Source: an optimization exercise on an open RTL-to-GDS flow (aim: a short achievable clock period and few clock cycles). Production flows keep margins and buffers that such runs may drop. No run shown here included a check of the RTL's function; only the layout flow was run. In every run shown here, the design's own scripts or RTL, not TritonCTS, make the clock network. The flow treats the clock pin as an ideal source. Dropping or thinning the clock tree relies on that and would not hold on a real chip. No activity file was given, so power comes from the tool's default toggle rates.

## flow/flow/run.sh

```bash
#!/bin/bash
# Standard ORFS flow (the standard.sh) with three changes:
# - the ports get sky130_fd_sc_hd__buf_8 buffers (sized later as usual)
#   instead of the delay cells buffer_ports picks by default;
# - before CTS, flow/move_hook.tcl moves each output's flip-flop next to the
#   port's output buffer;
# - the clock tree is built by flow/cts_hook.tcl (sourced before CTS; it
#   replaces clock_tree_synthesis): 4 root buffers on the clock port, each
#   driving the leaf buffers of one quadrant.
# The make output goes to standard_flow.log; each tool's own logs stay under
# orfs/logs.
set -euo pipefail
export FLOW_CTS_LEAVES=64
export FLOW_CTS_LEAF_CELL=sky130_fd_sc_hd__clkbuf_16
export FLOW_CTS_ROOT_CELL=sky130_fd_sc_hd__clkbuf_16
export FLOW_MOVE_OUTPUTS=1
cat flow/move_hook.tcl flow/cts_hook.tcl > pre_cts.tcl
bash standard.sh finish PRE_CTS_TCL=$PWD/pre_cts.tcl \
  BUFFER_PORTS_ARGS="-buffer_cell sky130_fd_sc_hd__buf_8" > standard_flow.log 2>&1
```

## flow/flow/cts_hook.tcl

```tcl
# Clock tree built by hand: the clock port drives 4 root buffers (one per
# quadrant of the sinks), each root drives the leaf buffers of its quadrant,
# and each leaf drives a compact, equal-sized group of flip-flop clock pins.
# Every sink sits behind exactly two buffers of the same type, so the tree is
# balanced; it replaces TritonCTS, which adds a third level.
proc my_bisect {pts nleaf} {
  # pts: list of {x y iterm}; split along the longer side at the median
  if {$nleaf <= 1} { return [list $pts] }
  set xs [lmap p $pts {lindex $p 0}]
  set ys [lmap p $pts {lindex $p 1}]
  set w [expr {[tcl::mathfunc::max {*}$xs] - [tcl::mathfunc::min {*}$xs]}]
  set h [expr {[tcl::mathfunc::max {*}$ys] - [tcl::mathfunc::min {*}$ys]}]
  set k [expr {$w >= $h ? 0 : 1}]
  set s [lsort -integer -index $k $pts]
  set n [llength $s]
  set m [expr {$n / 2}]
  set half [expr {$nleaf / 2}]
  return [concat [my_bisect [lrange $s 0 [expr {$m - 1}]] $half] \
                 [my_bisect [lrange $s $m end] $half]]
}

proc my_centroid {pts} {
  set sx 0; set sy 0
  foreach p $pts { set sx [expr {$sx + [lindex $p 0]}]; set sy [expr {$sy + [lindex $p 1]}] }
  set n [llength $pts]
  return [list [expr {$sx / $n}] [expr {$sy / $n}]]
}

proc clock_tree_synthesis {args} {
  if {[info exists ::env(FLOW_MOVE_OUTPUTS)] && $::env(FLOW_MOVE_OUTPUTS)} {
    my_move_output_flops
  }
  set nroot 4
  set nleaf $::env(FLOW_CTS_LEAVES)
  set leafcell $::env(FLOW_CTS_LEAF_CELL)
  set rootcell $::env(FLOW_CTS_ROOT_CELL)
  set db [ord::get_db]
  set block [ord::get_db_block]
  set clk [$block findNet aclk]
  set lm [$db findMaster $leafcell]
  set rm [$db findMaster $rootcell]
  set pts {}
  foreach it [$clk getITerms] {
    set bb [[$it getInst] getBBox]
    lappend pts [list [expr {([$bb xMin] + [$bb xMax]) / 2}] [expr {([$bb yMin] + [$bb yMax]) / 2}] $it]
  }
  puts "my_cts: [llength $pts] sinks, $nroot roots, $nleaf leaves"
  set per_root [expr {$nleaf / $nroot}]
  set quads [my_bisect $pts $nroot]
  set li 0
  set ri 0
  foreach q $quads {
    set rnet [odb::dbNet_create $block "clknet_root_$ri"]
    $rnet setSigType CLOCK
    set leaves [my_bisect $q $per_root]
    set lpts {}
    foreach g $leaves {
      set c [my_centroid $g]
      set inst [odb::dbInst_create $block $lm "clkbuf_leaf_$li"]
      $inst setLocation [lindex $c 0] [lindex $c 1]
      $inst setPlacementStatus PLACED
      set lnet [odb::dbNet_create $block "clknet_leaf_$li"]
      $lnet setSigType CLOCK
      foreach p $g {
        set it [lindex $p 2]
        $it disconnect
        $it connect $lnet
      }
      [$inst findITerm X] connect $lnet
      [$inst findITerm A] connect $rnet
      lappend lpts [list [lindex $c 0] [lindex $c 1]]
      puts "my_cts: leaf $li root $ri sinks [llength $g] at $c"
      incr li
    }
    set c [my_centroid $lpts]
    set rinst [odb::dbInst_create $block $rm "clkbuf_root_$ri"]
    $rinst setLocation [lindex $c 0] [lindex $c 1]
    $rinst setPlacementStatus PLACED
    [$rinst findITerm X] connect $rnet
    [$rinst findITerm A] connect $clk
    puts "my_cts: root $ri at $c"
    incr ri
  }
  global_connect
  set_propagated_clock [all_clocks]
}
```

## flow/flow/move_hook.tcl

```tcl
# Move each output's flip-flop (and the gate that feeds its D pin from its
# own Q, if any) next to the port's output buffer, so that the flip-flop
# drives a short wire. Flip-flops whose Q feeds more logic stay.
proc my_move_output_flops {} {
  set block [ord::get_db_block]
  set moved 0
  foreach bt [$block getBTerms] {
    if {[$bt getIoType] ne "OUTPUT"} { continue }
    set pnet [$bt getNet]
    if {$pnet eq "NULL"} { continue }
    set ob ""
    foreach it [$pnet getITerms] { if {[$it isOutputSignal]} { set ob [$it getInst] } }
    if {$ob eq ""} { continue }
    set a [$ob findITerm A]
    if {$a eq "NULL"} { continue }
    set qnet [$a getNet]
    if {$qnet eq "NULL"} { continue }
    set ff ""
    foreach it [$qnet getITerms] { if {[$it isOutputSignal]} { set ff [$it getInst] } }
    if {$ff eq ""} { continue }
    set mname [[$ff getMaster] getName]
    if {![string match "*__df*" $mname] && ![string match "*__edf*" $mname]} { continue }
    set loads {}
    foreach it [$qnet getITerms] { if {![$it isOutputSignal]} { lappend loads [$it getInst] } }
    set d [$ff findITerm D]
    set g ""
    if {$d ne "NULL" && [$d getNet] ne "NULL"} {
      foreach it [[$d getNet] getITerms] { if {[$it isOutputSignal]} { set g [$it getInst] } }
    }
    # besides the output buffer, Q may feed one gate (the hold path of an
    # enable): that gate and the D driver move along
    set others {}
    foreach l $loads { if {$l ne $ob} { lappend others $l } }
    if {[llength $others] > 1} { puts "my_move: keep [$ff getName] ([llength $loads] loads)"; continue }
    set loc [$ob getLocation]
    $ff setLocation [lindex $loc 0] [lindex $loc 1]
    foreach o $others { $o setLocation [lindex $loc 0] [lindex $loc 1] }
    if {$g ne "" && [llength $others] == 1} { $g setLocation [lindex $loc 0] [lindex $loc 1] }
    incr moved
  }
  puts "my_move: moved $moved output flip-flops"
}
```

## flow/standard.sh

```bash
#!/bin/bash
# synth_recipe.tcl (not shown) runs the flow's synth.tcl, then flattens the netlist and writes it again
# the make line also repeats each setting of config.mk as NAME=value (left out here)
make -C /OpenROAD-flow-scripts/flow DESIGN_CONFIG=/design/flow/config.mk WORK_HOME=/design/flow/orfs CLKGATE_MAP_FILE= SYNTH_SCRIPT=/design/flow/synth_recipe.tcl "${@:-finish}"
```

## flow/config.mk

```make
export PLATFORM = sky130hd
export DESIGN_NAME = axi_mem
export DESIGN_NICKNAME = axi_mem
export VERILOG_FILES = /design/flow/design.v
export SDC_FILE = /design/flow/constraint.sdc
export NUM_CORES = 4
export LEC_CHECK = 0
export CAP_MARGIN = 20
export CORE_MARGIN = 2
export CORE_UTILIZATION = 55
export SETUP_SLACK_MARGIN = 4.0
export SLEW_MARGIN = 20
export TNS_END_PERCENT = 100
```

## flow/constraint.sdc

```tcl
create_clock -name core_clock -period 6.0 [get_ports {aclk}]
set_input_delay 1.2000 -clock core_clock [delete_from_list [all_inputs] [get_ports {aclk}]]
set_output_delay 1.2000 -clock core_clock [all_outputs]
set_load 0.01 [all_outputs]
```

## flow/design.v

```verilog
`timescale 1ns/10ps
`default_nettype none
module axi_mem (
  input  wire        aclk,
  input  wire        arstn,
  input  wire [3:0]  arid,
  input  wire [31:0] araddr,
  input  wire [3:0]  arlen,
  input  wire [2:0]  arsize,
  input  wire        arvalid,
  output wire        arready,
  input  wire [3:0]  awid,
  input  wire [31:0] awaddr,
  input  wire [3:0]  awlen,
  input  wire [2:0]  awsize,
  input  wire        awvalid,
  output wire        awready,
  input  wire [31:0] wdata,
  input  wire [3:0]  wstrb,
  input  wire        wlast,
  input  wire        wvalid,
  output wire        wready,
  output wire [3:0]  rid,
  output wire [31:0] rdata,
  output wire [1:0]  rresp,
  output wire        rlast,
  output wire        rvalid,
  input  wire        rready,
  output wire [3:0]  bid,
  output wire [1:0]  bresp,
  output wire        bvalid,
  input  wire        bready
);
  reg [1023:0] mem;
  reg [31:0]   sb_sel;    
  reg [3:0]    sb_ben;    
  reg [31:0]   sb_data;
  integer      i;
  always @(posedge aclk) begin
    for (i = 0; i < 128; i = i + 1)
      if (sb_ben[i%4] && sb_sel[i/4]) mem[8*i +: 8] <= sb_data[8*(i%4) +: 8];
  end
  reg        r_busy;      
  wire       r_idle = ~r_busy;    
  reg        arready_q;   
  reg        r_start;     
  reg        rvalid_q;
  reg [1:0]  ra;          
  reg [4:0]  rw;          
  reg [31:0] rsel;        
  reg        rhz, rho;    
  reg [2:0]  rsz;
  reg [3:0]  rcnt;        
  reg [3:0]  rid_q;
  reg [31:0] rdata_q, rdata_h;    
  reg        rerr_q, rerr_h, rlast_q;
  reg [3:0]  rid_h;
  wire       r_end  = rvalid_q & rready & rlast_q;
  wire       r_ld   = r_start | (rvalid_q & rready & ~rlast_q);
  wire [2:0] r_off  = (rsz == 3'd0) ? {1'b0, ra} + 3'd1 :
                      (rsz == 3'd1) ? {1'b0, ra} + 3'd2 : {1'b1, ra};
  wire       r_wc   = r_off[2];                   
  wire       r_hc   = r_wc & (rw == 5'd31);       
  wire       r_low  = (rw == 5'd31) &
                      (((rsz == 3'd1) & (ra == 2'd3)) | ((rsz == 3'd2) & (ra != 2'd0)));
  wire       r_err  = (rsz > 3'd2) | ~rhz | r_low;
  reg [31:0] r_word;
  integer    k;
  always @* begin
    r_word = 32'd0;
    for (k = 0; k < 32; k = k + 1)
      r_word = r_word | (mem[32*k +: 32] & {32{rsel[k]}});
  end
  always @(posedge aclk or negedge arstn) begin
    if (!arstn) begin
      r_busy   <= 1'b0;
      arready_q <= 1'b0;
      r_start  <= 1'b0;
      rvalid_q <= 1'b0;
    end else begin
      r_start  <= r_idle & arvalid;
      r_busy   <= r_idle ? arvalid : ~r_end;
      arready_q <= r_idle ? ~arvalid : r_end;
      rvalid_q <= r_start | (rvalid_q & ~r_end);
    end
  end
  always @(posedge aclk) begin
    if (r_idle) begin
      ra   <= araddr[1:0];
      rw   <= araddr[6:2];
      rsel <= 32'd1 << araddr[6:2];
      rhz  <= araddr[31:7] == 25'd0;
      rho  <= &araddr[31:7];
      rsz  <= arsize;
      rcnt <= arlen;
    end else if (r_ld) begin
      ra   <= r_off[1:0];
      rw   <= rw + {4'd0, r_wc};
      rsel <= r_wc ? {rsel[30:0], rsel[31]} : rsel;
      rhz  <= r_hc ? rho : rhz;
      rho  <= rho & ~r_hc;
      rcnt <= rcnt - 4'd1;
    end
  end
  always @(posedge aclk or negedge arstn) begin
    if (!arstn) rlast_q <= 1'b0;
    else if (r_ld) rlast_q <= (rcnt == 4'd0);
  end
  always @(posedge aclk) begin
    rid_q   <= r_idle ? arid : rid_h;
    rid_h   <= r_idle ? arid : rid_q;
    rdata_q <= r_ld ? (r_err ? 32'd0 : r_word) : rdata_h;
    rdata_h <= r_ld ? (r_err ? 32'd0 : r_word) : rdata_q;
    rerr_q  <= r_ld ? r_err : rerr_h;
    rerr_h  <= r_ld ? r_err : rerr_q;
  end
  assign arready = arready_q;
  assign rvalid  = rvalid_q;
  assign rid     = rid_q;
  assign rdata   = rdata_q;
  assign rresp   = {rerr_q, 1'b0};
  assign rlast   = rlast_q;
  reg        w_busy;      
  wire       w_idle = ~w_busy;    
  reg        awready_q;   
  reg        wstop_q;     
  wire       w_open  = ~wstop_q;
  reg        wready_q;    
  reg        bvalid_q;
  reg        bresp_q;
  reg [3:0]  bid_q;
  reg        sticky;      
  reg        a0;          
  reg [2:0]  wsz;
  reg [1:0]  n_off,  p_off;
  reg [31:0] n_sel,  p_sel;
  reg        n_w31,  p_w31;
  reg        n_hz,   p_hz;
  reg        n_ho,   p_ho;
  reg [3:0]  n_rem,  p_rem;
  reg        n_err,  p_err;
  reg [3:0]  n_lane, p_lane;
  reg        n_last, p_last;
  reg        n_wc,   p_wc;
  reg        sa_v;
  reg [31:0] sa_data;
  reg [3:0]  sa_strb;
  reg        sa_last;     
  reg [3:0]  sa_ben;      
  reg [31:0] sa_sel;
  wire       w_hs   = wvalid & w_open;
  wire       b_end  = bvalid_q & bready;
  function automatic [3:0] f_mask(input [2:0] sz);
    f_mask = (sz == 3'd0) ? 4'b0001 : (sz == 3'd1) ? 4'b0011 : 4'b1111;
  endfunction
  function automatic [2:0] f_off(input [2:0] sz, input [1:0] off);
    f_off = (sz == 3'd0) ? {1'b0, off} + 3'd1 :
            (sz == 3'd1) ? {1'b0, off} + 3'd2 : {1'b1, off};
  endfunction
  function automatic f_err(input [2:0] sz, input hz, input w31, input [1:0] off);
    f_err = (sz > 3'd2) | ~hz |
            (w31 & (((sz == 3'd1) & (off == 2'd3)) | ((sz == 3'd2) & (off != 2'd0))));
  endfunction
  wire [4:0] b_w    = awaddr[6:2];
  wire [1:0] b_o    = awaddr[1:0];
  wire       b_hz   = awaddr[31:7] == 25'd0;
  wire       b_ho   = &awaddr[31:7];
  wire       b_w31  = b_w == 5'd31;
  wire [31:0] b_sel = 32'd1 << b_w;
  wire       b_err  = f_err(awsize, b_hz, b_w31, b_o);
  wire [2:0] b_off  = f_off(awsize, b_o);
  wire       b_wc   = b_off[2];
  wire       b_hc   = b_wc & b_w31;
  wire [1:0] b1_o   = b_off[1:0];
  wire [31:0] b1_sel = b_wc ? {b_sel[30:0], b_sel[31]} : b_sel;
  wire       b1_w31 = b_wc ? (b_w == 5'd30) : b_w31;
  wire       b1_hz  = b_hc ? b_ho : b_hz;
  wire       b1_ho  = b_ho & ~b_hc;
  wire [2:0] b1_off = f_off(awsize, b1_o);
  wire [2:0] nx_o3  = f_off(wsz, n_off);
  wire [1:0] nx_off = nx_o3[1:0];
  wire [31:0] nx_sel = n_wc ? {n_sel[30:0], n_sel[31]} : n_sel;
  wire       nx_w31 = n_wc ? n_sel[30] : n_w31;
  wire       nx_hz  = (n_wc & n_w31) ? n_ho : n_hz;
  wire       nx_ho  = n_ho & ~(n_wc & n_w31);
  wire [3:0] nx_rem = n_rem - 4'd1;
  wire [2:0] nx_o4  = f_off(wsz, nx_off);
  wire [2:0] px_o3  = f_off(wsz, p_off);
  wire [1:0] px_off = px_o3[1:0];
  wire [31:0] px_sel = p_wc ? {p_sel[30:0], p_sel[31]} : p_sel;
  wire       px_w31 = p_wc ? p_sel[30] : p_w31;
  wire       px_hz  = (p_wc & p_w31) ? p_ho : p_hz;
  wire       px_ho  = p_ho & ~(p_wc & p_w31);
  wire [3:0] px_rem = p_rem - 4'd1;
  wire [2:0] px_o4  = f_off(wsz, px_off);
  wire       e_err  = a0 ? p_err  : n_err;
  wire [3:0] e_lane = a0 ? p_lane : n_lane;
  wire       e_last = a0 ? p_last : n_last;
  wire [31:0] e_sel = a0 ? p_sel  : n_sel;
  wire       e_bad  = e_err | (wlast != e_last);
  wire       bad0   = a0 & (n_err | (sa_last != n_last));
  wire       sticky_now = sticky | bad0;
  wire       b_set0 = w_idle & awvalid & w_hs & (awlen == 4'd0);
  wire       b_set1 = w_busy & w_hs & e_last;
  wire       b_next = b_set0 | b_set1 | (bvalid_q & ~bready);
  always @(posedge aclk or negedge arstn) begin
    if (!arstn) begin
      w_busy    <= 1'b0;
      awready_q <= 1'b0;
      bvalid_q  <= 1'b0;
      wstop_q   <= 1'b0;
      wready_q  <= 1'b0;
      bid_q     <= 4'd0;
      bresp_q   <= 1'b0;
      sa_v      <= 1'b0;
    end else begin
      w_busy    <= w_idle ? awvalid : ~b_end;
      awready_q <= w_idle ? ~awvalid : b_end;
      bvalid_q  <= b_next;
      wstop_q   <= b_next;
      wready_q  <= ~b_next;
      sa_v      <= w_hs;
      if (w_idle) bid_q <= awid;
      if (b_set0)      bresp_q <= b_err | ~wlast;
      else if (b_set1) bresp_q <= sticky_now | e_bad;
    end
  end
  always @(posedge aclk) begin
    a0 <= w_idle & w_hs;
    sticky <= w_idle ? 1'b0 : (sticky_now | (w_hs & e_bad));
    if (w_idle) begin
      wsz    <= awsize;
      n_off  <= b_o;
      n_sel  <= b_sel;
      n_w31  <= b_w31;
      n_hz   <= b_hz;
      n_ho   <= b_ho;
      n_rem  <= awlen;
      n_err  <= b_err;
      n_lane <= f_mask(awsize) << b_o;
      n_last <= awlen == 4'd0;
      n_wc   <= b_wc;
      p_off  <= b1_o;
      p_sel  <= b1_sel;
      p_w31  <= b1_w31;
      p_hz   <= b1_hz;
      p_ho   <= b1_ho;
      p_rem  <= awlen - 4'd1;
      p_err  <= f_err(awsize, b1_hz, b1_w31, b1_o);
      p_lane <= f_mask(awsize) << b1_o;
      p_last <= awlen == 4'd1;
      p_wc   <= b1_off[2];
    end else begin
      case ({a0, w_hs})
        2'b00: ;                         
        2'b01: begin                     
          n_off  <= nx_off;
          n_sel  <= nx_sel;
          n_w31  <= nx_w31;
          n_hz   <= nx_hz;
          n_ho   <= nx_ho;
          n_rem  <= nx_rem;
          n_err  <= f_err(wsz, nx_hz, nx_w31, nx_off);
          n_lane <= f_mask(wsz) << nx_off;
          n_last <= n_rem == 4'd1;
          n_wc   <= nx_o4[2];
        end
        2'b10: begin                     
          n_off  <= p_off;
          n_sel  <= p_sel;
          n_w31  <= p_w31;
          n_hz   <= p_hz;
          n_ho   <= p_ho;
          n_rem  <= p_rem;
          n_err  <= p_err;
          n_lane <= p_lane;
          n_last <= p_last;
          n_wc   <= p_wc;
        end
        default: begin                   
          n_off  <= px_off;
          n_sel  <= px_sel;
          n_w31  <= px_w31;
          n_hz   <= px_hz;
          n_ho   <= px_ho;
          n_rem  <= px_rem;
          n_err  <= f_err(wsz, px_hz, px_w31, px_off);
          n_lane <= f_mask(wsz) << px_off;
          n_last <= p_rem == 4'd1;
          n_wc   <= px_o4[2];
        end
      endcase
    end
  end
  always @(posedge aclk) begin
    sa_data <= wdata;
    sa_strb <= wstrb;
    sa_last <= wlast;
    sa_ben  <= e_lane & wstrb & {4{~e_err}};
    sa_sel  <= e_sel;
    sb_data <= sa_data;
    sb_ben  <= (a0 ? (n_lane & sa_strb & {4{~n_err}}) : sa_ben) & {4{sa_v}};
    sb_sel  <= a0 ? n_sel : sa_sel;
  end
  assign awready = awready_q;
  assign wready  = wready_q;
  assign bvalid  = bvalid_q;
  assign bid     = bid_q;
  assign bresp   = {bresp_q, 1'b0};
endmodule
`default_nettype wire
```

==> results of run 1 <==
worst min-delay path by stage:
stage | from | to
6_report | sa_data[18]$_DFF_P_ | sb_data[18]$_DFF_P_
5_1_grt | sa_data[18]$_DFF_P_ | sb_data[18]$_DFF_P_
4_1_cts | sa_data[18]$_DFF_P_ | sb_data[18]$_DFF_P_
3_5_place_dp | sa_data[4]$_DFF_P_ | sb_data[4]$_DFF_P_
3_3_place_gp | sa_data[14]$_DFF_P_ | sb_data[14]$_DFF_P_
2_1_floorplan | sa_data[0]$_DFF_P_ | sb_data[0]$_DFF_P_
routing by layer:
layer	vias up	GRT usage (%)	share of wire (%)
met1	16700	48.4	37
li1	13300	-	-
met2	2290	55.0	47
met5	-	0	0
met3	374	5.11	12
met4	0	10.5	4.1
sequential cells by signal (all words and copies together), names as in the netlist, 5 cells and up:
register	flops
sb_sel	32
sa_sel	32
rw	5
sb_data	32
rdata_q	32
rdata_h	32
sa_data	32
p_sel	32
mem	1024
n_sel	32
rsel	32
cells in the mapped netlist, drive strengths merged, types with 7 or more instances:
master and instances:
nand2 69, o22ai 11, a31oi 7, o32ai 34
a32o 13, ha 19, mux2 75, dfrtp 15
inv 39, a22oi 515, a211oi 35, dfxtp 217
nor2 109, or3 7, a21o 72, edfxtp 1171
xor2 9, a21oi 23, buf 25, a22o 16
and2 134, nand4 144, nor2b 38, nor4 47
a221oi 35, clkbuf 204, xnor2 8, o21ai 30
nand3 12, nor3 18
worst max-delay path, stage by stage:
cell and delay, ns:
buf_8 0.07, nand2b_4 0.09, ha_4 0.18, buf_4 0.19, nor3_1 0.42, o221ai_1 0.23, and3_1 0.21
power breakdown:
part | total [W] | switching, W | internal [W]
Sequential | 0.0135 | 0.00128 | 0.0123
Combinational | 0.0106 | 0.00653 | 0.00410
Clock | 0.00483 | 0.00283 | 0.00200
cell type report:
class                           count  area (um2)
Tap cell                         1254        1570
Fill cell                        6375       31100
Antenna cell                        8        20.0
Timing Repair inverter              7         134
Inverter                           41         195
Multi-Input combinational cell   1553       13100
Timing Repair Buffer              363        5500
Buffer                             68        1700
Sequential cell                  1403       39900
logic make-up (layout without fill, tap and decap cells):
kind of cell	count (synthesis)	count (layout)
multiplexers	81	81
buffers and inverters	270	479
flip-flops	1403	1403
other	1	10
AND/OR/NAND/NOR	608	609
XOR/XNOR	17	17
adder cells (fa/ha/maj)	19	19
AO/OA/AOI/OAI	824	825
stage by stage:
step,setup WS (ns),instances
2_1_floorplan,3.24,3224
3_3_place_gp,2.22,4469
3_5_place_dp,2.16,4469
4_1_cts,3.72,4636
5_1_grt,3.62,4691
6_report,3.67,4697
what timing repair did:
action                     4_1_cts  5_1_grt
pin swaps                       95      115
setup buffers                   73       39
resized for setup              356      201
cloned                          26       13
setup endpoints to repair      334      438
hold buffers                     0        0
==> impl_metrics.toml, run 1 <==
[place]
dpl-instance-area_um2 = 55900
port_buffers = 177
dpl.hpwl_um = 90600
globalplace.congestion = 0.835

[synthesis]
synth_area_um2 = 51800
syn_inst = 3223
yosysTopAreaCellShare_pct = 67.9
synth_enable_flop_cells = 1171
ys_seq_area_share_pct = 77.0
synth-simple-area-share_pct = 6.52
synth_top_family_by_area = "compound AO/OA/AOI/OAI gates"
yosysWarnings = 1
ys.flop_type = "edfxtp_1"
synth_xor_area_share_pct = 0.287
synth_area_leaders = "edfxtp_1 68%, dfxtp_1 8.4%, a22oi_1 7.5%, nand4_1 1.7%, mux2_2 1.6%"
synth_top_area_cell = "edfxtp_1"
synth-seq-cells = 1403
async_reset_ff_share_pct = 1.07
synth_area_per_cell_um2 = 16.1
synth_compound_area_share_pct = 12.0
synthMuxAreaShare_pct = 1.75
synth-adder-area-share_pct = 0.459
ys_types = 71

[worst_setup_path]
setup.worst_path.end = "n_lane[2]$_DFFE_PP_"
r2r-start = "wsz[2]$_DFFE_PN_"
worstSetupStartpointType = "primary input"
r2r_end = "n_lane[2]$_DFFE_PP_"
worstPathMaxFanout = 8
required_ns = 6.27
worst_ep_arrival_time_ns = 2.60
end_kind = "flip-flop"
reg2reg_setup_slack_ns = 3.72
r2r_cells = 5
critPathKind = "in2reg"
crit_start = "wvalid"

[detailed_routing]
drt_first_pass_iters = 5
ant_nets = 0
num_vias = 32600
drt_iter0_drc = 5701
wl_um = 175000
avgRoutedWirePerCell_um = 37.2
post-route-drc-count = 0
vias_per_cell = 6.95

[layout]
final_common_cell = "edfxtp_1"
synthToLayoutAreaGrowth_pct = 20.0
most-common-layout-cells = "1,171 x edfxtp_1, 444 x a22oi_1, 190 x buf_8"
final_cell_area_um2 = 62200
postLayoutCoreUtil_pct = 66.6
drive_gt1_share_pct = 26.0
nets = 3586

[clock_tree]
clk_pin_slew_ns = 0.09
insertion_delay_ns = 0.50

[die]
die_h_um = 311
core_um2 = 93300
die_x_um = 311
io_pins = 180
num_rows = 112
start_util_pct = 55.5
die_area_um2 = 96700

[sta]
slew_headroom_pct = 21.6
hold_violations = 0
max_slew.worst_pin.slew_ns = 1.17
tns_ns = 0
maxSlewViolCount = 0
finalCritPeriodShare_pct = 38.8
setup_viol = 0
rsz0062_at_grt = "true"
finalCriticalPeriod_ns = 2.33
worst_hold_slack_ns = 0.326
max_freq_mhz = 429
clock_skew_ns = 0.0191

[global_route]
grt_usage_pct = 34.1
grt_pass1_wl_um = 234000
grt_start_max_net_pins = 85
antenna_found_initial = 7
grt_pass1_vias = 31000
grt_overflow = 0

[min_path]
hold_class = "reg2reg"
hold_depth = 0

[job]
maxCapViolCount = 0

[power_and_ir_drop]
peakVddDrop_mv = 0.423
power_density_nw_per_um2 = 466
total_leakage_power_nw = 21.0
p_total_w = 0.0290

[status]
status = "timing/DRC/antenna clean"
==> inputs of run 2 (changes only) <==
--- a/flow/design.v
+++ b/flow/design.v
@@ -132,5 +132,5 @@
   reg        sticky;      
   reg        a0;          
-  reg [2:0]  wsz;
+  reg        ws0, ws1, ws2, wsb;    
   reg [1:0]  n_off,  p_off;
   reg [31:0] n_sel,  p_sel;
@@ -162,4 +162,13 @@
             (w31 & (((sz == 3'd1) & (off == 2'd3)) | ((sz == 3'd2) & (off != 2'd0))));
   endfunction
+  function automatic [3:0] g_lane(input [1:0] off);
+    g_lane = ws0 ? (4'b0001 << off) : ws1 ? (4'b0011 << off) : (4'b1111 << off);
+  endfunction
+  function automatic [2:0] g_off(input [1:0] off);
+    g_off = ws0 ? {1'b0, off} + 3'd1 : ws1 ? {1'b0, off} + 3'd2 : {1'b1, off};
+  endfunction
+  function automatic g_err(input hz, input w31, input [1:0] off);
+    g_err = wsb | ~hz | (w31 & ((ws1 & (off == 2'd3)) | (ws2 & (off != 2'd0))));
+  endfunction
   wire [4:0] b_w    = awaddr[6:2];
   wire [1:0] b_o    = awaddr[1:0];
@@ -178,5 +187,5 @@
   wire       b1_ho  = b_ho & ~b_hc;
   wire [2:0] b1_off = f_off(awsize, b1_o);
-  wire [2:0] nx_o3  = f_off(wsz, n_off);
+  wire [2:0] nx_o3  = g_off(n_off);
   wire [1:0] nx_off = nx_o3[1:0];
   wire [31:0] nx_sel = n_wc ? {n_sel[30:0], n_sel[31]} : n_sel;
@@ -185,6 +194,6 @@
   wire       nx_ho  = n_ho & ~(n_wc & n_w31);
   wire [3:0] nx_rem = n_rem - 4'd1;
-  wire [2:0] nx_o4  = f_off(wsz, nx_off);
-  wire [2:0] px_o3  = f_off(wsz, p_off);
+  wire [2:0] nx_o4  = g_off(nx_off);
+  wire [2:0] px_o3  = g_off(p_off);
   wire [1:0] px_off = px_o3[1:0];
   wire [31:0] px_sel = p_wc ? {p_sel[30:0], p_sel[31]} : p_sel;
@@ -193,5 +202,5 @@
   wire       px_ho  = p_ho & ~(p_wc & p_w31);
   wire [3:0] px_rem = p_rem - 4'd1;
-  wire [2:0] px_o4  = f_off(wsz, px_off);
+  wire [2:0] px_o4  = g_off(px_off);
   wire       e_err  = a0 ? p_err  : n_err;
   wire [3:0] e_lane = a0 ? p_lane : n_lane;
@@ -230,5 +239,8 @@
     sticky <= w_idle ? 1'b0 : (sticky_now | (w_hs & e_bad));
     if (w_idle) begin
-      wsz    <= awsize;
+      ws0    <= awsize == 3'd0;
+      ws1    <= awsize == 3'd1;
+      ws2    <= awsize == 3'd2;
+      wsb    <= awsize > 3'd2;
       n_off  <= b_o;
       n_sel  <= b_sel;
@@ -261,6 +273,6 @@
           n_ho   <= nx_ho;
           n_rem  <= nx_rem;
-          n_err  <= f_err(wsz, nx_hz, nx_w31, nx_off);
-          n_lane <= f_mask(wsz) << nx_off;
+          n_err  <= g_err(nx_hz, nx_w31, nx_off);
+          n_lane <= g_lane(nx_off);
           n_last <= n_rem == 4'd1;
           n_wc   <= nx_o4[2];
@@ -285,6 +297,6 @@
           n_ho   <= px_ho;
           n_rem  <= px_rem;
-          n_err  <= f_err(wsz, px_hz, px_w31, px_off);
-          n_lane <= f_mask(wsz) << px_off;
+          n_err  <= g_err(px_hz, px_w31, px_off);
+          n_lane <= g_lane(px_off);
           n_last <= p_rem == 4'd1;
           n_wc   <= px_o4[2];
--- a/flow/flow/run.sh
+++ b/flow/flow/run.sh
@@ -11,5 +11,5 @@
 # orfs/logs.
 set -euo pipefail
-export FLOW_CTS_LEAVES=64
+export FLOW_CTS_LEAVES=48
 export FLOW_CTS_LEAF_CELL=sky130_fd_sc_hd__clkbuf_16
 export FLOW_CTS_ROOT_CELL=sky130_fd_sc_hd__clkbuf_16
--- a/flow/flow/cts_hook.tcl
+++ b/flow/flow/cts_hook.tcl
@@ -5,5 +5,6 @@
 # balanced; it replaces TritonCTS, which adds a third level.
 proc my_bisect {pts nleaf} {
-  # pts: list of {x y iterm}; split along the longer side at the median
+  # pts: list of {x y iterm}; split along the longer side into groups whose
+  # sizes follow the number of leaves on each side
   if {$nleaf <= 1} { return [list $pts] }
   set xs [lmap p $pts {lindex $p 0}]
@@ -14,8 +15,9 @@
   set s [lsort -integer -index $k $pts]
   set n [llength $s]
-  set m [expr {$n / 2}]
-  set half [expr {$nleaf / 2}]
-  return [concat [my_bisect [lrange $s 0 [expr {$m - 1}]] $half] \
-                 [my_bisect [lrange $s $m end] $half]]
+  set n1 [expr {$nleaf / 2}]
+  set n2 [expr {$nleaf - $n1}]
+  set m [expr {($n * $n1) / $nleaf}]
+  return [concat [my_bisect [lrange $s 0 [expr {$m - 1}]] $n1] \
+                 [my_bisect [lrange $s $m end] $n2]]
 }
 
==> run 2 against run 1 <==
  * Hold slack gained 0.0057 ns
  * Synthesized cell count grew 0.37%
  * Power grew 2.9%
  * Final cell count grew 1.9%
  * Combinational power grew 14%
  * Worst setup slack lost 0.053 ns
  * Global-route usage grew 1.1 points
  * Sequential share of layout area shrank 1.3 points
  * Utilization grew 1.4 points
  * Die area grew 0.31%
  * First-iteration DRC count grew 1.2%
  * Critical path type unchanged
==> impl_metrics.toml, run 2 <==
[detailed_routing]
post-route-drc-count = 0
vias_per_cell = 7.01
drt_first_pass_iters = 5
ant_nets = 0
num_vias = 33500
drt_iter0_drc = 5767
wl_um = 182000
avgRoutedWirePerCell_um = 38.0

[worst_setup_path]
critPathTopFamily = "simple AND/OR/NAND/NOR gates"
required_ns = 6.32
r2r-start = "wstop_q$_DFF_PN0_"
path_buf_inv = 1
path_cells = "buf_12, nor3_4, ha_1, nor4b_1, o21ai_0, o211ai_2"
critPathKind = "in2reg"
worstSetupStartpointType = "primary input"
worst_ep_arrival_time_ns = 2.70
crit_start = "awsize[1]"
worstPathMaxFanout = 6
end_kind = "flip-flop"
cp_slowest_stage_delay_ns = 0.42
slowest_stage = "nor4b_1"

[synthesis]
synth_commonest_cells = "1,172 x edfxtp_1, 516 x a22oi_1, 217 x dfxtp_1"
synth.most_common_cell = "edfxtp_1"
yosysWarnings = 1
synth_top_area_cell = "edfxtp_1"
yosysTopAreaCellShare_pct = 67.7
syn_inst = 3235
synthMuxAreaShare_pct = 1.88
synth-adder-area-share_pct = 0.457
ys_seq_area_share_pct = 76.8
synth-seq-cells = 1404
synth_enable_flop_cells = 1172
synth_area_leaders = "edfxtp_1 68%, dfxtp_1 8.4%, a22oi_1 7.5%, nand4_1 1.7%, and2_1 1.6%"
async_reset_ff_share_pct = 1.07
synth_compound_area_share_pct = 11.9
synth-simple-area-share_pct = 6.55
synth_area_per_cell_um2 = 16.1
synth_top_family_by_area = "compound AO/OA/AOI/OAI gates"
synth_xor_area_share_pct = 0.320
ys.flop_type = "edfxtp_1"
synth_area_um2 = 52000
ys_types = 70

[sta]
max_freq_mhz = 420
worst_hold_slack_ns = 0.332
rsz0062_at_grt = "true"
clock_skew_ns = 0.0346
tns_ns = 0
finalCritPeriodShare_pct = 39.7
maxSlewViolCount = 0
hold_violations = 0
slew_headroom_pct = 22.6
setup_viol = 0
max_slew.worst_pin.slew_ns = 1.16
finalCriticalPeriod_ns = 2.38

[die]
core_um2 = 93500
start_util_pct = 55.6
die_x_um = 311
io_pins = 180
num_rows = 112
die_area_um2 = 97000
die_h_um = 311

[status]
status = "timing/DRC/antenna clean"

[job]
maxCapViolCount = 0

[power_and_ir_drop]
sw_frac_of_total_pct = 37.4
pwr-share-clk_pct = 14.4
switching_power_w = 0.0112
pwr-share-seq_pct = 45.1
power_density_nw_per_um2 = 469
peakVddDrop_mv = 0.317
p_int_w = 0.0187
p_total_w = 0.0298
p_comb_share_pct = 40.4
total_leakage_power_nw = 21.5

[layout]
final_common_cell = "edfxtp_1"
top_register = "mem"
most-common-layout-cells = "1,172 x edfxtp_1, 362 x a22oi_1, 188 x buf_8"
nets = 3678
final_cell_area_um2 = 63600
largest_register_ffs = 1024
drive_gt1_share_pct = 29.5
synthToLayoutAreaGrowth_pct = 22.3

[place]
port_buffers = 177
globalplace.congestion = 0.851
dpl.hpwl_um = 93400
dpl-instance-area_um2 = 56000

[min_path]
hold_class = "reg2reg"
holdCritStartpoint = "sa_data[16]$_DFF_P_"

[clock_tree]
insertion_delay_ns = 0.48
clk_pin_slew_ns = 0.11
hold_buffers = 0

[global_route]
grt_use_met2_pct = 56.7
grtUsageMet1_pct = 47.9
grt_pass1_wl_um = 242000
grt_usage_pct = 35.2
grt_overflow = 0
grt_pass1_vias = 31400
use_met3_pct = 6.30
grt_start_max_net_pins = 81
antenna_found_initial = 9
grt_busiest_layer = "met2"
==> run 2: layout make-up <==
cell class | instances | area [um2]
flip-flops and latches | 1404 | 40000
fillers | 6232 | 29900
multi-input cells | 1561 | 13500
repair buffers | 462 | 6920
well taps | 1254 | 1570
plain buffers | 52 | 1300
inverters | 42 | 205
repair inverters | 6 | 110
diodes | 4 | 10.0
==> run 2: final timing paths <==
kind                                             to  slack, ns  cells after the start
worst max register to register  n_lane[2]$_DFFE_PP_       3.76                     10
min in group asynchronous       rlast_q$_DFFE_PN0N_       0.51                      1
max in group asynchronous          r_busy$_DFF_PN0_       5.30                      1
worst min register to register  sb_data[16]$_DFF_P_       0.33                      0
worst max-delay path                p_err$_DFFE_PN_       3.62                      6
worst min-delay path            sb_data[16]$_DFF_P_       0.33                      0
==> run 2: cells by family (layout without fill, tap and decap cells) <==
group / count (synthesis) / count (layout)
buf+inv: 273 / 562
mux: 87 / 87
simple gates: 608 / 609
other cells: 1 / 6
xor+xnor: 19 / 19
fa+ha+maj: 19 / 19
compound gates: 824 / 825
flops: 1404 / 1404
==> run 2: repair_timing <==
item                                    CTS  global route
resized for setup                       415           266
endpoints found under the hold margin     0             0
cloned                                   36            14
endpoints found under the setup margin  494           363
pin swaps                               167           167
setup buffers                           128            66
==> run 2: power by group through the flow <==
| stage | Sequential [W] | Clock, W | Combinational, W |
|---|---|---|---|
| 5_1_grt | 0.0135 | 0.00458 | 0.0122 |
| 3_5_place_dp | 0.0137 | 0 | 0.00711 |
| 2_1_floorplan | 0.0128 | 0 | 0.00421 |
| 3_3_place_gp | 0.0136 | 0 | 0.00698 |
| 4_1_cts | 0.0133 | 0.00429 | 0.0103 |
| 6_report | 0.0135 | 0.00431 | 0.0121 |
==> run 2: routing by layer <==
| metal | share of wire (%) | wire (um) |
|---|---|---|
| met5 | 0.0060 | 11 |
| met4 | 5.9 | 10700 |
| met3 | 12 | 22300 |
| met2 | 46 | 83800 |
| met1 | 36 | 65000 |
==> run 2: through the flow <==
| step | worst slack (ns) | utilization (%) | std cells |
|---|---|---|---|
| 2_1_floorplan | 3.30 | - | 3236 |
| 3_3_place_gp | 2.30 | 59.9 | 4482 |
| 3_5_place_dp | 2.28 | 59.9 | 4483 |
| 4_1_cts | 3.72 | 65.6 | 4699 |
| 5_1_grt | 3.59 | 68.0 | 4781 |
| 6_report | 3.62 | 68.0 | 4785 |
==> run 2: worst reg2reg max path, cell delays in order (launching register included) <==
cell and delay, ns:
dfrtp_1 0.43, buf_4 0.15, nand2b_4 0.17, inv_4 0.08, ha_4 0.23, nand2b_1 0.10, mux2i_2 0.21, a21oi_2 0.09
buf_4 0.16, or4_1 0.41, nand3_1 0.08
==> inputs of run 3 (changes only) <==
--- a/flow/config.mk
+++ b/flow/config.mk
@@ -8,5 +8,5 @@
 export CAP_MARGIN = 20
 export CORE_MARGIN = 2
-export CORE_UTILIZATION = 55
+export CORE_UTILIZATION = 65
 export SETUP_SLACK_MARGIN = 4.0
 export SLEW_MARGIN = 20
==> run 3 against run 2 <==
  * First-iteration DRC count shrank 2.9%
  * Critical endpoint is now n_lane[2]$_DFFE_PP_
  * Register-to-register slack lost 0.04 ns
  * Synthesized cell count is the same
  * Sequential share of layout area up 1.6 points
  * Worst setup slack worse by 0.0059 ns
  * Sequential power about the same
  * Largest cell class unchanged
==> impl_metrics.toml, run 3 <==
[synthesis]
synth-seq-cells = 1404
yosysWarnings = 1
yosysTopAreaCellShare_pct = 67.7
synth_commonest_cells = "1,172 x edfxtp_1, 516 x a22oi_1, 217 x dfxtp_1"
ys.flop_type = "edfxtp_1"
synth.most_common_cell = "edfxtp_1"
synth_area_um2 = 52000
synth_area_leaders = "edfxtp_1 68%, dfxtp_1 8.4%, a22oi_1 7.5%, nand4_1 1.7%, and2_1 1.6%"
ys_types = 70
ys_seq_area_share_pct = 76.8
syn_inst = 3235
synth_top_area_cell = "edfxtp_1"
async_reset_ff_share_pct = 1.07
synth_area_per_cell_um2 = 16.1
synth_enable_flop_cells = 1172

[sta]
max_freq_mhz = 419
tns_ns = 0
setup_viol = 0
finalCriticalPeriod_ns = 2.39
maxSlewViolCount = 0
slew_headroom_pct = 22.2
rsz0062_at_grt = "true"
max_slew.worst_pin.slew_ns = 1.17
clock_skew_ns = 0.0177
finalCritPeriodShare_pct = 39.8
hold_violations = 0

[layout]
fillers = 4237
synthToLayoutAreaGrowth_pct = 19.3
seq_area_um2 = 40000
top_register = "mem"
final_cell_area_um2 = 62000
most-common-layout-cells = "1,172 x edfxtp_1, 414 x a22oi_1, 186 x buf_8"
multi_input_area_um2 = 13300
largest_register_ffs = 1024
drive_gt1_share_pct = 26.3
nets = 3599
final_common_cell = "edfxtp_1"
postLayoutCoreUtil_pct = 78.3

[global_route]
antenna_found_initial = 6
grt_overflow = 0
grt_usage_pct = 39.2
grt_pass1_wl_um = 228000
grt_pass1_vias = 31600
grt_start_max_net_pins = 82

[die]
die_x_um = 287
start_util_pct = 65.7
die_area_um2 = 82200
io_pins = 180
die_h_um = 287
core_um2 = 79100
num_rows = 103

[power_and_ir_drop]
power_density_nw_per_um2 = 461
peakVddDrop_mv = 0.459
total_leakage_power_nw = 21.0

[detailed_routing]
vias_per_cell = 7.40
num_vias = 33400
ant_nets = 0
wl_um = 168000
drt_first_pass_iters = 8
post-route-drc-count = 0
drt_iter0_drc = 5600
avgRoutedWirePerCell_um = 37.2

[clock_tree]
insertion_delay_ns = 0.47
clk_pin_slew_ns = 0.11
hold_buffers = 0

[worst_setup_path]
cp_slowest_stage_delay_ns = 0.42
critPathTopFamily = "simple AND/OR/NAND/NOR gates"
worstSetupStartpointType = "primary input"
worst_ep_arrival_time_ns = 2.72
end_kind = "flip-flop"
critPathKind = "in2reg"
worstPathMaxFanout = 26
required_ns = 6.33
path_cells = "buf_8, nand2b_4, ha_4, buf_12, nand2b_1, a211oi_1, mux2i_1, nand3_1"
path_buf_inv = 2
slowest_stage = "a211oi_1"

[place]
dpl-instance-area_um2 = 55700
port_buffers = 177
globalplace.congestion = 0.871
dpl.hpwl_um = 87200

[status]
status = "timing/DRC/antenna clean"

[min_path]
hold_class = "reg2reg"

[job]
maxCapViolCount = 0
[run 3: layout make-up]
type | instances | share of cell area [%]
flip-flops and latches | 1404 | 64.5
repair inverters | 4 | 0.127
inverters | 42 | 0.331
diodes | 10 | 0.0404
multi-input cells | 1561 | 21.4
plain buffers | 52 | 2.10
well taps | 1050 | 2.12
repair buffers | 385 | 9.34
[run 3: routing by layer]
| layer | global-route usage [%] | part of all wire (%) |
|---|---|---|
| met5 | 0 | 0 |
| met4 | 17.9 | 6.3 |
| met3 | 9.75 | 14 |
| met2 | 61.7 | 46 |
| met1 | 52.4 | 33 |
[run 3: worst paths after layout]
kind	startpoint	to	slack [ns]	cells past startpoint
worst min register to register	sa_data[19]$_DFF_P_	sb_data[19]$_DFF_P_	0.33	0
worst min-delay path	sa_data[19]$_DFF_P_	sb_data[19]$_DFF_P_	0.33	0
worst max-delay path	wvalid	n_lane[2]$_DFFE_PP_	3.61	8
worst max register to register	rsel[8]$_DFFE_PP_	rdata_q[23]$_DFF_P_	3.72	8
min in group asynchronous	arstn	wready_q$_DFF_PN0_	0.53	1
max in group asynchronous	arstn	rvalid_q$_DFF_PN0_	5.30	1
[run 3: report_power, final]
part	switching [W]	internal, W	total [W]	leakage (nW)
clock network	0.00269	0.00157	0.00425	0.641
registers	0.00129	0.0122	0.0134	12.7
logic	0.00655	0.00430	0.0108	7.65
[run 3: logic make-up after synthesis]
family	share of synthesized area (%)
DFF	76.8
AOI/OAI and AO/OA	11.9
and+or+nand+nor	6.55
buffers and inverters	2.08
muxes	1.88
adders and majority gates	0.457
xor gates and xnor gates	0.320
other	0.00721
[run 3: per-stage QoR]
stage | total power (W) | cells | hold slack (ns) | setup slack [ns]
6_report | 0.0285 | 4508 | 0.331 | 3.61
5_1_grt | 0.0290 | 4499 | 0.335 | 3.55
4_1_cts | 0.0269 | 4446 | 0.336 | 3.68
3_5_place_dp | 0.0206 | 4273 | 0.312 | 2.23
3_3_place_gp | 0.0203 | 4273 | 0.311 | 2.34
2_1_floorplan | 0.0171 | 3236 | 0.310 | 3.30
[run 3: worst register-to-register path: stages, from the launching register on]
cell and delay [ns]:
edfxtp_1 0.44, buf_6 0.18, buf_6 0.13, buf_12 0.15, a22oi_2 0.27, nand4_1 0.26
nor4_4 0.54, nor2_4 0.05, a21o_1 0.16
[run 3: timing repair]
action                     CTS  global route
setup endpoints to repair  481           385
cloned                      33             8
setup buffers               88            44
gates resized for setup    392           198
pin swaps                  135           152
==> inputs of run 4 (changes only) <==
--- a/flow/design.v
+++ b/flow/design.v
@@ -46,4 +46,6 @@
   reg        r_start;     
   reg        rvalid_q;
+  reg        rvalid_o;    
+  reg        rlast_o;     
   reg [1:0]  ra;          
   reg [4:0]  rw;          
@@ -78,9 +80,11 @@
       r_start  <= 1'b0;
       rvalid_q <= 1'b0;
+      rvalid_o <= 1'b0;
     end else begin
       r_start  <= r_idle & arvalid;
       r_busy   <= r_idle ? arvalid : ~r_end;
       arready_q <= r_idle ? ~arvalid : r_end;
-      rvalid_q <= r_start | (rvalid_q & ~r_end);
+      rvalid_q <= r_start | (rvalid_o & ~r_end);
+      rvalid_o <= r_start | (rvalid_q & ~r_end);
     end
   end
@@ -104,6 +108,11 @@
   end
   always @(posedge aclk or negedge arstn) begin
-    if (!arstn) rlast_q <= 1'b0;
-    else if (r_ld) rlast_q <= (rcnt == 4'd0);
+    if (!arstn) begin
+      rlast_q <= 1'b0;
+      rlast_o <= 1'b0;
+    end else begin
+      rlast_q <= r_ld ? (rcnt == 4'd0) : rlast_o;
+      rlast_o <= r_ld ? (rcnt == 4'd0) : rlast_q;
+    end
   end
   always @(posedge aclk) begin
@@ -116,16 +125,16 @@
   end
   assign arready = arready_q;
-  assign rvalid  = rvalid_q;
+  assign rvalid  = rvalid_o;
   assign rid     = rid_q;
   assign rdata   = rdata_q;
   assign rresp   = {rerr_q, 1'b0};
-  assign rlast   = rlast_q;
+  assign rlast   = rlast_o;
   reg        w_busy;      
   wire       w_idle = ~w_busy;    
   reg        awready_q;   
-  reg        wstop_q;     
-  wire       w_open  = ~wstop_q;
+  wire       w_open  = ~bvalid_q;   
   reg        wready_q;    
   reg        bvalid_q;
+  reg        bvalid_o;    
   reg        bresp_q;
   reg [3:0]  bid_q;
@@ -218,5 +227,5 @@
       awready_q <= 1'b0;
       bvalid_q  <= 1'b0;
-      wstop_q   <= 1'b0;
+      bvalid_o  <= 1'b0;
       wready_q  <= 1'b0;
       bid_q     <= 4'd0;
@@ -226,6 +235,6 @@
       w_busy    <= w_idle ? awvalid : ~b_end;
       awready_q <= w_idle ? ~awvalid : b_end;
-      bvalid_q  <= b_next;
-      wstop_q   <= b_next;
+      bvalid_q  <= b_set0 | b_set1 | (bvalid_o & ~bready);
+      bvalid_o  <= b_next;
       wready_q  <= ~b_next;
       sa_v      <= w_hs;
@@ -317,5 +326,5 @@
   assign awready = awready_q;
   assign wready  = wready_q;
-  assign bvalid  = bvalid_q;
+  assign bvalid  = bvalid_o;
   assign bid     = bid_q;
   assign bresp   = {bresp_q, 1'b0};
--- a/flow/flow/run.sh
+++ b/flow/flow/run.sh
@@ -11,5 +11,5 @@
 # orfs/logs.
 set -euo pipefail
-export FLOW_CTS_LEAVES=48
+export FLOW_CTS_LEAVES=64
 export FLOW_CTS_LEAF_CELL=sky130_fd_sc_hd__clkbuf_16
 export FLOW_CTS_ROOT_CELL=sky130_fd_sc_hd__clkbuf_16
--- a/flow/config.mk
+++ b/flow/config.mk
@@ -8,5 +8,5 @@
 export CAP_MARGIN = 20
 export CORE_MARGIN = 2
-export CORE_UTILIZATION = 65
+export CORE_UTILIZATION = 55
 export SETUP_SLACK_MARGIN = 4.0
 export SLEW_MARGIN = 20
==> run 4 against run 3 <==
  * Critical path depth rose by 1
  * Clock power grew 14%
  * Still clean
  * Sequential share of layout area down 1.1 points
  * Sequential power about the same
  * Critical endpoint is now p_sel[5]$_DFFE_PN_
  * Utilization fell by 12 points
  * Final area grew 2.0%
  * Via count is 0.49% higher
  * Synthesized cell count grew 0.68%
==> impl_metrics.toml, run 4 <==
[synthesis]
synth-seq-cells = 1407
synth_commonest_cells = "1,172 x edfxtp_1, 515 x a22oi_1, 217 x dfxtp_1"
yosysTopAreaCellShare_pct = 67.4
synth.most_common_cell = "edfxtp_1"
yosysWarnings = 1
ys.flop_type = "edfxtp_1"
ys_seq_area_share_pct = 76.6
synth_top_area_cell = "edfxtp_1"
ys_types = 72
synth_enable_flop_cells = 1172
synth_area_leaders = "edfxtp_1 67%, dfxtp_1 8.3%, a22oi_1 7.4%, nand4_1 1.7%, mux2_2 1.7%"
synth_area_per_cell_um2 = 16.0
syn_inst = 3257
synth_area_um2 = 52200
async_reset_ff_share_pct = 1.28

[die]
io_pins = 180
core_um2 = 94600
die_area_um2 = 97500
die_x_um = 312
start_util_pct = 55.2
die_h_um = 312
num_rows = 113

[worst_setup_path]
crit_start = "awsize[1]"
r2r_cells = 9
slowest_stage = "mux2_4"
reg2reg_setup_slack_ns = 3.83
end_kind = "flip-flop"
setup.worst_path.end = "p_sel[5]$_DFFE_PN_"
critPathKind = "in2reg"
path_cells = "buf_12, nor2_4, and2_4, ha_4, inv_2, mux2_4, xnor2_4, buf_4, nor3_1"
r2r_end = "rdata_q[15]$_DFF_P_"
required_ns = 6.31
worst_ep_arrival_time_ns = 2.65
cp_slowest_stage_delay_ns = 0.34
worstPathMaxFanout = 6
worstSetupStartpointType = "primary input"
r2r-start = "rsel[0]$_DFFE_PP_"

[sta]
finalCritPeriodShare_pct = 39.0
setup_viol = 0
tns_ns = 0
max_freq_mhz = 427
max_slew.worst_pin.slew_ns = 1.13
maxSlewViolCount = 0
hold_violations = 0
finalCriticalPeriod_ns = 2.34
rsz0062_at_grt = "true"
slew_headroom_pct = 24.7
clock_skew_ns = 0.0365
worst_hold_slack_ns = 0.324
setup_slack_ns = 3.66

[power_and_ir_drop]
total_leakage_power_nw = 21.8
pwr-share-clk_pct = 16.3
peakVddDrop_mv = 0.307
p_int_w = 0.0188
pwr-share-seq_pct = 45.6
sw_frac_of_total_pct = 36.9
power_density_nw_per_um2 = 471
switching_power_w = 0.0110
p_comb_share_pct = 38.1

[layout]
final_common_cell = "edfxtp_1"
top_register = "mem"
finalNonFillerCells = 4809
drive_gt1_share_pct = 26.0
most-common-layout-cells = "1,172 x edfxtp_1, 426 x a22oi_1, 190 x buf_8"
largest_register_ffs = 1024
final_cell_area_um2 = 63200
synthToLayoutAreaGrowth_pct = 21.0
nets = 3691

[clock_tree]
insertion_delay_ns = 0.51
hold_buffers = 0
clk_pin_slew_ns = 0.09

[global_route]
antenna_found_initial = 14
grt_pass1_vias = 32000
grt_usage_pct = 36.3
use_met3_pct = 8.16
grtUsageMet1_pct = 49.9
grt_overflow = 0
grt_use_met2_pct = 57.5
grt_busiest_layer = "met2"
grt_pass1_wl_um = 250000
grt_start_max_net_pins = 75

[detailed_routing]
avgRoutedWirePerCell_um = 37.8
wl_um = 182000
vias_per_cell = 6.97
drt_iter0_drc = 5598
ant_nets = 0
drt_first_pass_iters = 5
num_vias = 33500
post-route-drc-count = 0

[place]
globalplace.congestion = 0.857
dpl-instance-area_um2 = 56500
port_buffers = 177
placedCellCount = 4520
dpl.hpwl_um = 93700
dp_slack_ns = 2.57

[status]
status = "timing/DRC/antenna clean"

[job]
maxCapViolCount = 0

[min_path]
hold_class = "reg2reg"
## run 4: cell types whose count changed in the layout (fill, tap and decap cells not counted), moves of 15 or more
cell / before / now
buf_4: 67 / 95
nand2_1: 60 / 82
nor2b_1: 39 / 21
a221o_1: 2 / 19
buf_12: 47 / 64
mux2i_1: 10 / 27
o32ai_1: 25 / 8
clkbuf_16: 59 / 74
## run 4: cells by family (layout without fill, tap and decap cells)
| group | count (synthesis) | after routing | synth area share [%] |
|---|---|---|---|
| AOI/OAI and AO/OA | 807 | 809 | 11.6 |
| muxes | 111 | 111 | 2.32 |
| and+or+nand+nor | 624 | 625 | 6.63 |
| xor gates and xnor gates | 20 | 20 | 0.371 |
| adders and majority gates | 19 | 19 | 0.455 |
| buffers and inverters | 268 | 547 | 2.03 |
| DFF | 1407 | 1407 | 76.6 |
| other | 1 | 6 | 0.00718 |
## run 4: stage by stage
stage	utilization (%)	total power, W
after floorplan	-	0.0173
after global placement	59.8	0.0210
after CTS	65.6	0.0286
final	66.8	0.0298
after global routing	66.8	0.0304
after detailed placement	59.8	0.0211
## run 4: what timing repair did
item	4_1_cts	5_1_grt
cloned	39	5
buffers inserted	134	39
setup endpoints to repair	518	543
gates resized for setup	368	151
pin swaps	114	104
## run 4: routing by layer
layer	share of wire, %	up-vias	wire length (um)
met2	46	2323	83800
met3	12	421	22700
li1	-	13500	-
met1	37	17300	66700
met4	4.8	12	8680
met5	0.042	-	77
## run 4: how the worst min path moves through the flow
stage | start | end | slack, ns | cells past startpoint
after floorplan | sa_data[0]$_DFF_P_ | sb_data[0]$_DFF_P_ | 0.31 | 0
after global placement | sa_data[11]$_DFF_P_ | sb_data[11]$_DFF_P_ | 0.31 | 0
after detailed placement | sa_data[21]$_DFF_P_ | sb_data[21]$_DFF_P_ | 0.31 | 0
after CTS | sa_data[31]$_DFF_P_ | sb_data[31]$_DFF_P_ | 0.33 | 0
after global routing | sa_data[26]$_DFF_P_ | sb_data[26]$_DFF_P_ | 0.33 | 0
final | sa_data[20]$_DFF_P_ | sb_data[20]$_DFF_P_ | 0.32 | 0
## run 4: worst max-delay path: cells and delay by family
family,cells,cell delay (ns)
adders and majority gates,1,0.12
buffers and inverters,3,0.31
xor gates and xnor gates,1,0.18
and+or+nand+nor,3,0.50
muxes,1,0.34
## run 4: cell type report
class                           count  area, um2
Antenna cell                        4       10.0
Buffer                             68       1700
Fill cell                        6374      31400
Inverter                           41        189
Multi-Input combinational cell   1586      13000
Sequential cell                  1407      40100
Tap cell                         1265       1580
Timing Repair Buffer              437       6600
Timing Repair inverter              1       11.3
## run 4: power by group through the flow
stage                     combinational, W  sequential, W  clock [W]
after floorplan                    0.00443         0.0129          0
after global placement             0.00725         0.0137          0
after detailed placement           0.00736         0.0137          0
after CTS                           0.0103         0.0134    0.00485
after global routing                0.0116         0.0136    0.00516
final                               0.0113         0.0136    0.00486
==> inputs of run 5 (changes only) <==
--- a/flow/config.mk
+++ b/flow/config.mk
@@ -9,4 +9,5 @@
 export CORE_MARGIN = 2
 export CORE_UTILIZATION = 55
+export PLACE_DENSITY = 0.75
 export SETUP_SLACK_MARGIN = 4.0
 export SLEW_MARGIN = 20
==> run 5 against run 4 <==
  * Clock skew shrank 0.012 ns
  * Critical path type is now reg2reg
  * Largest cell class unchanged
  * Still clean
  * Routed wire length decreased by 2.9%
  * Hold slack better by 0.0054 ns
  * Synthesized cell count stayed put
  * Critical endpoint is now rdata_q[27]$_DFF_P_
  * Fmax up 1.5%
  * Clock power is essentially flat
==> impl_metrics.toml, run 5 <==
[worst_setup_path]
critPathKind = "reg2reg"
r2r_cells = 7
worstPathMaxFanout = 8
end_kind = "flip-flop"
worst_ep_arrival_time_ns = 2.71
worstSetupStartpointType = "flip-flop"
required_ns = 6.40

[global_route]
grt_pass1_vias = 33200
grt_usage_pct = 34.3
grt_pass1_wl_um = 241000
grt_overflow = 0
grt_start_max_net_pins = 81
antenna_found_initial = 7

[detailed_routing]
wl_um = 177000
avgRoutedWirePerCell_um = 36.6
drt_iter0_drc = 6271
post-route-drc-count = 0
vias_per_cell = 7.16
num_vias = 34500
drt_first_pass_iters = 6
ant_nets = 0

[synthesis]
ys_seq_area_share_pct = 76.6
yosysWarnings = 1
ys.flop_type = "edfxtp_1"
synth-seq-cells = 1407
synth_enable_flop_cells = 1172
synth_area_leaders = "edfxtp_1 67%, dfxtp_1 8.3%, a22oi_1 7.4%, nand4_1 1.7%, mux2_2 1.7%"
synth_commonest_cells = "1,172 x edfxtp_1, 515 x a22oi_1, 217 x dfxtp_1"
syn_inst = 3257
yosysTopAreaCellShare_pct = 67.4
ys_types = 72
synth.most_common_cell = "edfxtp_1"
async_reset_ff_share_pct = 1.28
synth_area_per_cell_um2 = 16.0
synth_top_area_cell = "edfxtp_1"
synth_area_um2 = 52200

[die]
die_area_um2 = 97500
die_x_um = 312
core_um2 = 94600
die_h_um = 312
num_rows = 113
start_util_pct = 55.2
io_pins = 180

[sta]
maxSlewViolCount = 0
clock_skew_ns = 0.0242
setup_viol = 0
hold_violations = 0
setup_slack_ns = 3.70
finalCriticalPeriod_ns = 2.30
max_freq_mhz = 434
tns_ns = 0
rsz0062_at_grt = "true"
finalCritPeriodShare_pct = 38.4
max_slew.worst_pin.slew_ns = 1.28
slew_headroom_pct = 14.4

[power_and_ir_drop]
p_int_w = 0.0190
p_total_w = 0.0301
pwr-share-seq_pct = 45.2
total_leakage_power_nw = 21.8
p_comb_share_pct = 38.7
power_density_nw_per_um2 = 474
pwr-share-clk_pct = 16.1
sw_frac_of_total_pct = 36.9
peakVddDrop_mv = 0.348
switching_power_w = 0.0111

[place]
port_buffers = 177
dpl.hpwl_um = 90000
globalplace.congestion = 0.888
dp_slack_ns = 2.68

[layout]
final_common_cell = "edfxtp_1"
synthToLayoutAreaGrowth_pct = 21.5
top_register = "mem"
most-common-layout-cells = "1,172 x edfxtp_1, 379 x a22oi_1, 184 x buf_8"
nets = 3698
largest_register_ffs = 1024
drive_gt1_share_pct = 27.4

[status]
status = "timing/DRC/antenna clean"

[job]
maxCapViolCount = 0

[min_path]
hold_depth = 0
hold_class = "reg2reg"

[clock_tree]
insertion_delay_ns = 0.52
hold_buffers = 0
clk_pin_slew_ns = 0.10
[run 5: cell counts after synthesis]
No cell type changed its count.
[run 5: worst paths after layout]
check	end	slack, ns	start
max	rdata_q[27]$_DFF_P_	3.70	rsel[28]$_DFFE_PP_
min	sb_data[30]$_DFF_P_	0.33	sa_data[30]$_DFF_P_
max reg2reg	rdata_q[27]$_DFF_P_	3.70	rsel[28]$_DFFE_PP_
min reg2reg	sb_data[30]$_DFF_P_	0.33	sa_data[30]$_DFF_P_
max in group asynchronous	r_busy$_DFF_PN0_	5.31	arstn
min in group asynchronous	w_busy$_DFF_PN0_	0.51	arstn
[run 5: power by group through the flow]
stage	combinational (W)	sequential, W	clock, W
global route	0.0116	0.0136	0.00509
detailed placement	0.00699	0.0138	0
floorplan	0.00443	0.0129	0
CTS	0.0103	0.0134	0.00478
finish	0.0116	0.0136	0.00485
global placement	0.00679	0.0137	0
[run 5: what timing repair did]
action	4_1_cts	5_1_grt
cloned	42	5
pin swaps	132	139
resized for setup	381	163
setup endpoints to repair	297	448
setup buffers	133	44
[run 5: logic make-up (layout without fill, tap and decap cells)]
family                     Yosys count  after routing  share of synthesized area [%]
DFF                               1407           1407                           76.6
muxes                              111            111                           2.32
other                                1              9                        0.00718
and+or+nand+nor                    624            625                           6.63
AOI/OAI and AO/OA                  807            809                           11.6
buffers and inverters              268            554                           2.03
adders and majority gates           19             19                          0.455
xor gates and xnor gates            20             20                          0.371
[run 5: critical path, cell delays in order (launching register included)]
cell and delay (ns):
edfxtp_1 0.41, buf_6 0.18, buf_12 0.17, a22oi_2 0.16
nand4_1 0.25, nor4_4 0.78, nor2_4 0.05, a21o_1 0.17
[run 5: cell type report]
| type | instances | area, um2 |
|---|---|---|
| flip-flops and latches | 1407 | 40100 |
| fillers | 5832 | 31100 |
| multi-input cells | 1586 | 13300 |
| repair buffers | 442 | 6560 |
| plain buffers | 68 | 1700 |
| well taps | 1265 | 1580 |
| inverters | 41 | 188 |
| repair inverters | 3 | 56.3 |
| diodes | 7 | 17.5 |
[run 5: metal layers]
layer | routed length [um] | up-vias | track usage [%]
met3 | 26900 | 789 | 10.1
met1 | 55300 | 17000 | 42.4
met4 | 14600 | 6 | 21.1
met5 | 44 | - | 0
li1 | - | 13500 | -
met2 | 79700 | 3222 | 53.4
[run 5: through the flow]
step	instance area [um2]	utilization, %	hold WS [ns]	cells
4_1_cts	62100	65.7	0.333	4762
2_1_floorplan	53100	-	0.310	3258
3_5_place_dp	56500	59.8	0.312	4519
3_3_place_gp	56500	59.8	0.315	4519
5_1_grt	63500	67.1	0.334	4812
6_report	63500	67.1	0.329	4819

## re-timing with driven ports
The results above use ideal ports. As a check the final layouts listed here were re-extracted and re-timed, cells and wires unchanged.
Step 1 assumes that a clkbuf_16 drives the clock port and a buf_2 every other input.
Step 2, shift: input delay + t, output delay - t, t = (earliest + latest rising clock arrival at the registers) / 2. This alone moves slack from input paths to output paths.
a / b / c = no drivers / after step 1 / after step 2; a / b = the first two.
run	shift t [ns]	setup slack, ns	slew at the worst register clock pin (ns)	pins driven straight from the clock port
run 1	0.653	3.672 / 3.586 / 3.116	0.10 / 0.10	4
run 2	0.625	3.619 / 3.565 / 3.108	0.12 / 0.12	4
run 3	0.611	3.613 / 3.616 / 3.106	0.12 / 0.12	4
run 4	0.653	3.661 / 3.568 / 3.108	0.10 / 0.10	4
run 5	0.663	3.695 / 3.567 / 3.127	0.10 / 0.10	4
After both steps every run listed still meets setup and hold. For run 5, which loses most, drivers alone change the setup slack by -0.128 ns; drivers and shift together by -0.568 ns.
